This is an optimization exercise on Yosys and OpenROAD, whose aim is small area, a short achievable clock period and few clock cycles per item, not a production implementation. The RTL was checked by simulation tests, not by an equivalence proof against the original design. Power and IR drop assume default switching activity.

build 24:
==> flow/design.v (excerpt) <==
module bitmap_first_fit_allocator_top
(
  input  logic        clk,
  input  logic        rst_n,
  input  logic        in_tvalid,
  output logic        in_tready,
  input  logic [31:0] in_tdata,    
  input  logic [1:0]  in_tuser,    
  output logic        out_tvalid,
  input  logic        out_tready,
  output logic [31:0] out_tdata,   
  output logic [1:0]  out_tuser,   
  input  logic        cfg_wr_en,
  input  logic [13:0] cfg_wr_data
);
  localparam int SZ_W  = ADDR_W + BIT_W + 1;    
  localparam int IDX_W = ADDR_W + BIT_W;        
  logic [SZ_W-1:0]      size_r;
  logic [FIELD_W-1:0]   cnt_r;
  logic                 c_valid_r;
  logic                 c_alloc_r, c_free_r, c_pre_r, c_load_r;
  logic [IDX_W-1:0]     c_idx_r;       
  logic                 c_ok_r;        
  logic [FIELD_W-1:0]   c_cval_r;
  logic [MAP_WORDS-1:0] rd_sel_r;      
  logic                 cw_v_r;
  logic [ADDR_W-1:0]    cw_r;
  logic [WORD_BITS-1:0] cwd_r;
  logic                 nx_v_r;
  logic [ADDR_W-1:0]    nx_r;
  logic                 out_valid_r;
  logic [FIELD_W-1:0]   out_alloc_r;
  logic [CODE_W-1:0]    out_stat_r;
  logic                 in_fire;
  logic                 exec;
  logic [FIELD_W-1:0]   in_number;
  logic [FIELD_W-1:0]   in_num_m1;
  logic                 is_alloc, is_free, is_pre, is_load;
  logic [ADDR_W-1:0]    n_word;
  ...
For scale: roughly 6,000 cells after synthesis, ~89 I/O pins, about 0.093 mm² of cells after synthesis.
make LEC_CHECK=0 CAP_MARGIN=20 CORE_MARGIN=2 CORE_UTILIZATION=50 CTS_BUF_LIST=sky130_fd_sc_hd__clkbuf_8 SETUP_SLACK_MARGIN=1.75 SLEW_MARGIN=20 SYNTH_HIERARCHICAL=1 finish   # period 6.0 ns
run.sh (not shown) runs the stock make flow with config.mk's settings and CLKGATE_MAP_FILE= SYNTH_SCRIPT=/design/flow/synth_recipe.tcl, a recipe that flattens the netlist after the stock synthesis.
Testbench counts of build 24, summed over its fixed seeds: cycles 12,008, commands 12,000.
Here is what was changed in the inputs of build 59 compared with build 24.
Settings: CTS_CLUSTER_SIZE: unset -> 30; CTS_BUF_LIST: sky130_fd_sc_hd__clkbuf_8 -> sky130_fd_sc_hd__clkbuf_8 sky130_fd_sc_hd__clkbuf_16; SETUP_SLACK_MARGIN: 1.75 -> 2.0.
Notes after the runs:
Of build 24 and build 59, build 59 shows the lower post-placement worst setup slack, with build 24 above it. Taking build 24 as the reference, in build 59 final cell count decreased 271; hold slack increased 71 ps. Diff build 24 -> build 59 | worst path setup slack after routing | increase of 250 ps. Peak supply drop (build 59 over build 24): increase, 28%. Compared to build 24, the routing of build 59 uses less wire. Build 59 vs build 24 — clock period minus worst slack dropped 250 ps. Summary: with build 24 as the reference, global placer's final weighted congestion in build 59 moved down by a few percent. Area of all placed cells without fillers up 0.87% in build 59 wrt build 24.
Edits applied to the flow inputs when going from build 59 to build 68:
Settings: setting TNS_END_PERCENT to 5 for the first time; removing CTS_CLUSTER_SIZE (formerly 30); changing CAP_MARGIN from 20 to 5; changing CTS_BUF_LIST from sky130_fd_sc_hd__clkbuf_8 sky130_fd_sc_hd__clkbuf_16 to sky130_fd_sc_hd__clkbuf_8; changing SLEW_MARGIN from 20 to 5.
Findings:
The final layout from build 68, which completed every stage, passed the timing, DRC and antenna checks at the end of the flow. From build 59 to build 68 the numbers moved as follows: normalized max-slew margin decreased by 11 points relative to the old numbers; number of stages on the worst setup path increased by 1 relative to the old numbers. Sort build 68 and build 59 by switching share of total power asc -> top: build 59. There was hardly any difference in post-synthesis average cell area between build 59 and build 68. Summary: post-layout minimum cycle time, build 68 worse than build 59. As of build 68, number of non-filler instances in the completed layout had risen by a few percent compared to build 59. Worst-path cell with the longest stage delay: or4_1 -> build 59, or4_4 -> build 68. Build 68 vs. build 59: worst setup slack shows a reduction of 130 ps, wire length shows an increase of 1100 µm, internal power of the cells shows a reduction of 4.3%.
Setup changes, build 68 to build 18
Settings: clearing TNS_END_PERCENT, which used to be 5; swapping 5 for 20 in SLEW_MARGIN; swapping 5 for 20 in CAP_MARGIN.
## What came out
Delta (build 18 minus build 68): fmax rose by 8.8 MHz; final-layout clock buffer total saw a decrease; slack of the critical path +150 ps; fraction of layout instances using a drive strength above 1 saw an increase.
Of the two values seen for termination of the worst setup path, u_ram.mem[22][31] was produced by build 68 and u_ram.mem[18][26] by build 18.
> inputs changed (build 18 -> build 9)
Settings: CORE_UTILIZATION changed from 50 to 65.
==> comparison <==
Build 18 tops out at a higher clock frequency than build 9.
Lower fraction of the cycle the final worst path needs among build 18 and build 9: build 18
Build 18 consumes more power than build 9.

## port drivers added, routing unchanged
In the flow no input, the clock included, has a driving cell. The finished layouts below were timed again as built, in two steps. Step 1 (the two cells are an assumption about what drives the block):
set clk [get_ports {clk}]
set_driving_cell -lib_cell sky130_fd_sc_hd__clkbuf_16 $clk
set_driving_cell -lib_cell sky130_fd_sc_hd__buf_2 [delete_from_list [all_inputs] $clk]
Step 2 times the ports against the registers' clock, not the clock port: input delays grow and output delays shrink by t, the midpoint of the rising clock arrivals with the driver on. Three values: ideal, step 1, step 2; two values: the first two.
run	t, ns	setup WS [ns]	clock arrival spread, ns
build 24	1.148	1.649 / 1.568 / 0.862	0.080 / 0.080
build 59	0.949	1.903 / 1.936 / 1.017	0.090 / 0.089
build 68	1.113	1.776 / 1.776 / 0.955	0.128 / 0.129
build 18	1.100	1.926 / 1.926 / 0.904	0.123 / 0.123
build 9	1.089	1.830 / 1.830 / 1.012	0.134 / 0.134
After both steps every run listed still meets setup and hold. For build 18, which loses most, drivers alone change the setup slack by 0.000 ns; drivers and shift together by -1.022 ns.
